Source: an optimization exercise on an open RTL-to-GDS flow (aim: small area and a short achievable clock period). Production flows keep margins and buffers that such runs may drop.
The RTL was checked by simulation tests, not by an equivalence proof against the original design.

## try-onyx
## datapath
module datapath (
  input  logic             Clock,
  input  logic             clear,
  input  logic [WIDTH-1:0] Mdatain,
  input  logic             Read,
  input  logic             write,
  input  logic R0in,  R1in,  R2in,  R3in,  R4in,  R5in,  R6in,  R7in,
  input  logic R8in,  R9in,  R10in, R11in, R12in, R13in, R14in, R15in,
  input  logic R0out, R1out, R2out, R3out, R4out, R5out, R6out, R7out,
  input  logic R8out, R9out, R10out, R11out, R12out, R13out, R14out, R15out,
  input  logic             PCin,
  input  logic             IRin,
  input  logic             MARin,
  input  logic             MDRin,
  input  logic             Yin,
  input  logic             PCout,
  input  logic             MDRout,
  input  logic             Zlowout,
  input  logic             CSignout,
  input  logic             ZMuxOut,
  input  logic             ZMuxEnbale,
  input  logic             ZSelect,
  input  logic             Zin,
  input  logic             IncPC,
  input  logic             aluin,
  input  logic [OP_W-1:0]  aluControl,
  input  logic             AND,
  output logic [WIDTH-1:0] out
);
Size: about 11000 cells after synthesis, ~690 flip-flops, ~120 I/O pins, about 90000 sq um of cells after synthesis.
export LEC_CHECK = 0
export CAP_MARGIN = 20
export CORE_MARGIN = 2
export CORE_UTILIZATION = 45
export SLEW_MARGIN = 20
create_clock -name core_clock -period 150.0 [get_ports {Clock}]
standard.sh (not shown) runs the stock make flow with config.mk's settings and CLKGATE_MAP_FILE= SYNTH_SCRIPT=/design/flow/synth_recipe.tcl, a recipe that flattens the netlist after the stock synthesis.
==> flow/flow/run.sh <==
#!/bin/bash
# The standard layout, with timing repair aimed at a setup slack margin
# (see ORFS SETUP_SLACK_MARGIN): the clock period and constraints are unchanged,
# repair just keeps working on the critical paths past zero slack.
set -euo pipefail
export SETUP_SLACK_MARGIN="$(cat flow/setup_margin)"
bash standard.sh finish > standard.log 2>&1
==> flow/flow/setup_margin <==
50
### try-onyx -> try-sierra
==> flow/run.sh (new file) <==
#!/bin/bash
# synth_recipe.tcl (not shown) runs the flow's synth.tcl, then flattens the netlist and writes it again
# the make line also repeats each setting of config.mk as NAME=value (left out here)
make -C /OpenROAD-flow-scripts/flow DESIGN_CONFIG=/design/flow/config.mk WORK_HOME=/design/flow/orfs CLKGATE_MAP_FILE= SYNTH_SCRIPT=/design/flow/synth_recipe.tcl finish
removed: flow/flow/run.sh
removed: flow/flow/setup_margin
removed: flow/standard.sh
==> comparison <==
- Status: mean instance size in the synthesized netlist parity (try-onyx, try-sierra)
- When try-sierra is measured against try-onyx, its via count turns out 4.6% lower.
- The worst setup path startpoint comes out R3out in one run and R10out in the other, namely in try-sierra and try-onyx respectively.
- try-onyx -> try-sierra: final count of hold timing violations delta 0, exact match
- [compare] base=try-onyx new=try-sierra: slew at the pin closest to its max-slew limit now larger; achievable frequency lost about 20%; final critical-path setup slack lost 23.65 ns; final net count went down.
#### Input delta (try-umber over try-sierra)
==> flow/flow/run.sh (new file) <==
#!/bin/bash
# The standard layout, with timing repair aimed at a setup slack margin
# (ORFS SETUP_SLACK_MARGIN): the clock period and constraints are unchanged,
# repair just keeps working on the critical paths past zero slack.
# Pin swapping is left out of repair (SKIP_PIN_SWAP) so the layout stays
# structurally close to the synthesized netlist.
set -euo pipefail
export SETUP_SLACK_MARGIN="$(cat flow/setup_margin)"
export SKIP_PIN_SWAP=1
bash standard.sh finish > standard.log 2>&1
==> flow/flow/setup_margin (new file) <==
50
==> flow/standard.sh (new file) <==
#!/bin/bash
# synth_recipe.tcl (not shown) runs the flow's synth.tcl, then flattens the netlist and writes it again
# the make line also repeats each setting of config.mk as NAME=value (left out here)
make -C /OpenROAD-flow-scripts/flow DESIGN_CONFIG=/design/flow/config.mk WORK_HOME=/design/flow/orfs CLKGATE_MAP_FILE= SYNTH_SCRIPT=/design/flow/synth_recipe.tcl "${@:-finish}"
-- flow/config.mk --
<<< try-sierra, line 8
>>> try-umber, line 8
export ABC_AREA = 1
<<< try-sierra, line 11
>>> try-umber, line 12
export PLACE_DENSITY = 0.7
removed: flow/run.sh
Findings:
As of try-umber, sum of buffers and inverters on the critical path had risen by more than half compared to try-sierra.
A endpoint of the worst setup timing path of z[39]$_DFFE_PP0P_ is what try-umber shows, while z[55]$_DFFE_PP0P_ belongs to try-sierra.
Of try-umber and try-sierra, the higher number of instances resized during post-cts repair belongs to try-umber.
Re number of fill cells in the layout: try-umber is 407 up on try-sierra.
Input-level comparison between try-yarrow and try-umber:
-- flow/config.mk --
<<< try-umber, line 11
export CORE_UTILIZATION = 45
export PLACE_DENSITY = 0.7
>>> try-yarrow, line 11
export CORE_UTILIZATION = 50
[summary]
The final worst-path cycle share of try-yarrow exceeds that of try-umber by 0.18 points. Of the two candidates, try-umber has the worse via count and try-yarrow the better one. Compared with try-umber, final cell count in try-yarrow decreased by a few percent. Going from try-umber to try-yarrow, multi-input combinational cell area grew slightly. In the tables for try-umber and try-yarrow, cell area reads lower with try-umber.
Relative to try-yarrow, the following input files were edited for try-ember:
==> flow/flow/setup_margin <==
53
-- flow/config.mk --
<<< try-yarrow, line 11
export CORE_UTILIZATION = 50
>>> try-ember, line 11
export CORE_UTILIZATION = 45
### Flow results
Of try-ember and try-yarrow, try-yarrow shows the lower number of standard cells in the final layout excluding fillers, with try-ember above it.
The run showing the smaller area of the die is try-yarrow.
Inputs modified between try-ember and try-lagoon:
==> flow/flow/setup_margin <==
50
### Flow results
Going from try-ember to try-lagoon, fraction of layout instances using a drive strength above 1 decreased 5.0 points; highest attainable clock frequency now sits at about the same level; final routed wirelength across all metal layers increased about 1.2%; post-route cell area lower. [try-lagoon] number of inserted diodes rose 30 relative to try-ember. Sort try-ember and try-lagoon by sequential cell area share asc -> top: try-ember. When try-lagoon is measured against try-ember, its count of routing violations after the opening detailed-route iteration turns out 458 lower.


datapath, a different RTL version from the one above (not shown whole).
Size in the first run: roughly 13,000 cells after synthesis, roughly 690 flip-flops, ~120 I/O pins, ~90,000 um^2 of cells after synthesis.
// datapath
module datapath (
  input  logic             Clock,
  input  logic             clear,
  input  logic [WIDTH-1:0] Mdatain,
  input  logic             Read,
  input  logic             write,
  input  logic R0in,  R1in,  R2in,  R3in,  R4in,  R5in,  R6in,  R7in,
  input  logic R8in,  R9in,  R10in, R11in, R12in, R13in, R14in, R15in,
  input  logic R0out, R1out, R2out, R3out, R4out, R5out, R6out, R7out,
  input  logic R8out, R9out, R10out, R11out, R12out, R13out, R14out, R15out,
  input  logic             PCin,
  input  logic             IRin,
  input  logic             MARin,
  input  logic             MDRin,
  input  logic             Yin,
  input  logic             PCout,
  input  logic             MDRout,
  input  logic             Zlowout,
  input  logic             CSignout,
  input  logic             ZMuxOut,
  input  logic             ZMuxEnbale,
  input  logic             ZSelect,
  input  logic             Zin,
  input  logic             IncPC,
  input  logic             aluin,
  input  logic [OP_W-1:0]  aluControl,
  input  logic             AND,
  output logic [WIDTH-1:0] out
);
export LEC_CHECK = 0
export ABC_AREA = 1
export CAP_MARGIN = 20
export CORE_MARGIN = 2
export CORE_UTILIZATION = 45
export SLEW_MARGIN = 20
create_clock -name core_clock -period 150.0 [get_ports {Clock}]
run.sh (not shown) runs the stock make flow with config.mk's settings and CLKGATE_MAP_FILE= SYNTH_SCRIPT=/design/flow/synth_recipe.tcl, a recipe that flattens the netlist after the stock synthesis.
Stock flow here: none of the scripts above is used.
Change:
==> flow/flow/run.sh (new file) <==
#!/bin/bash
# The standard layout, with timing repair aimed at a setup slack margin
# (ORFS SETUP_SLACK_MARGIN): the clock period and constraints are unchanged,
# repair just keeps working on the critical paths past zero slack.
# Pin swapping is left out of repair (SKIP_PIN_SWAP) so the layout stays
# structurally close to the synthesized netlist.
set -euo pipefail
export SETUP_SLACK_MARGIN="$(cat flow/setup_margin)"
export SKIP_PIN_SWAP=1
bash standard.sh finish > standard.log 2>&1
==> flow/flow/setup_margin (new file) <==
55
==> flow/standard.sh (new file) <==
#!/bin/bash
# synth_recipe.tcl (not shown) runs the flow's synth.tcl, then flattens the netlist and writes it again
# the make line also repeats each setting of config.mk as NAME=value (left out here)
make -C /OpenROAD-flow-scripts/flow DESIGN_CONFIG=/design/flow/config.mk WORK_HOME=/design/flow/orfs CLKGATE_MAP_FILE= SYNTH_SCRIPT=/design/flow/synth_recipe.tcl "${@:-finish}"
Settings changed: CORE_UTILIZATION 45 to 60, PLACE_DENSITY from default to 0.7.
removed: flow/run.sh
Effect: Now the flow died in global routing (GRT-0232). Synthesized cell count stays the same. Synthesized area is unchanged.


datapath again, from the RTL that the note above started with.
Settings: LEC_CHECK=0, ABC_AREA=1, CAP_MARGIN=10, CORE_MARGIN=2, CORE_UTILIZATION=45, SLEW_MARGIN=10; clock period 150.0 ns.
standard.sh (not shown) runs the stock make flow with config.mk's settings and CLKGATE_MAP_FILE= SYNTH_SCRIPT=/design/flow/synth_recipe.tcl, a recipe that flattens the netlist after the stock synthesis.
==> flow/flow/run.sh <==
#!/bin/bash
# The standard layout, with timing repair aimed at a setup slack margin
# (ORFS SETUP_SLACK_MARGIN): the clock period and constraints are unchanged,
# repair just keeps working on the critical paths past zero slack.
# Pin swapping is left out of repair (SKIP_PIN_SWAP) so the layout stays
# structurally close to the synthesized netlist.
set -euo pipefail
export SETUP_SLACK_MARGIN="$(cat flow/setup_margin)"
export SKIP_PIN_SWAP=1
bash standard.sh finish > standard.log 2>&1
==> flow/flow/setup_margin <==
50
The baseline finished with capacitance limit, slew limit left.
Edit:
==> flow/flow/setup_margin (replaced) <==
60
- CAP_MARGIN: 10 -> 20
- SLEW_MARGIN: 10 -> 20
What happened: The new run finished clean; sequential share of layout area came out lower by 0.60 points; critical path depth drops by 23; global-route usage rose by 0.22 points; register-to-register slack is better by 0.77 ns; worst setup slack gains 0.89 ns; clock skew goes up by 0.031 ns; final cell count rises by 0.60%.

-- separate check: timing with driven ports --
No port has a modelled driver above. Below, the same layouts with a new extraction and two added sets of constraints.
Step 1: set_driving_cell puts a clkbuf_16 on Clock and a buf_2 on each other input, an assumption about the parent block.
Step 2 moves the port delays by t, midway between the first and last clock arrival at a register: inputs arrive t later, outputs are due t later. That takes back most of the time a late clock gives input paths.
a / b / c = ideal ports / drivers / drivers and shift; a / b = the first two.
| run | t, ns | slack for setup (ns) | worst register clock-pin slew, ns |
|---|---|---|---|
| try-onyx | 0.742 | 50.308 / 50.368 / 49.625 | 0.07 / 0.07 |
| try-sierra | 0.766 | 26.658 / 26.719 / 25.954 | 0.08 / 0.08 |
| try-umber | 0.778 | 51.584 / 51.309 / 50.531 | 0.07 / 0.07 |
| try-yarrow | 0.769 | 51.309 / 51.355 / 50.586 | 0.08 / 0.08 |
| try-ember | 0.767 | 52.273 / 52.306 / 51.539 | 0.07 / 0.07 |
| try-lagoon | 0.777 | 52.335 / 52.197 / 51.420 | 0.08 / 0.08 |
| the first run of note 2 | 0.751 | 25.325 / 25.384 / 24.633 | 0.07 / 0.07 |
| the first run of note 3 | 0.762 | 51.978 / 52.017 / 51.255 | 0.07 / 0.07 |
| the second run of note 3 | 0.771 | 52.869 / 52.888 / 52.117 | 0.08 / 0.08 |
For try-umber, which loses most, drivers alone change the setup slack by -0.275 ns; drivers and shift together by -1.053 ns.
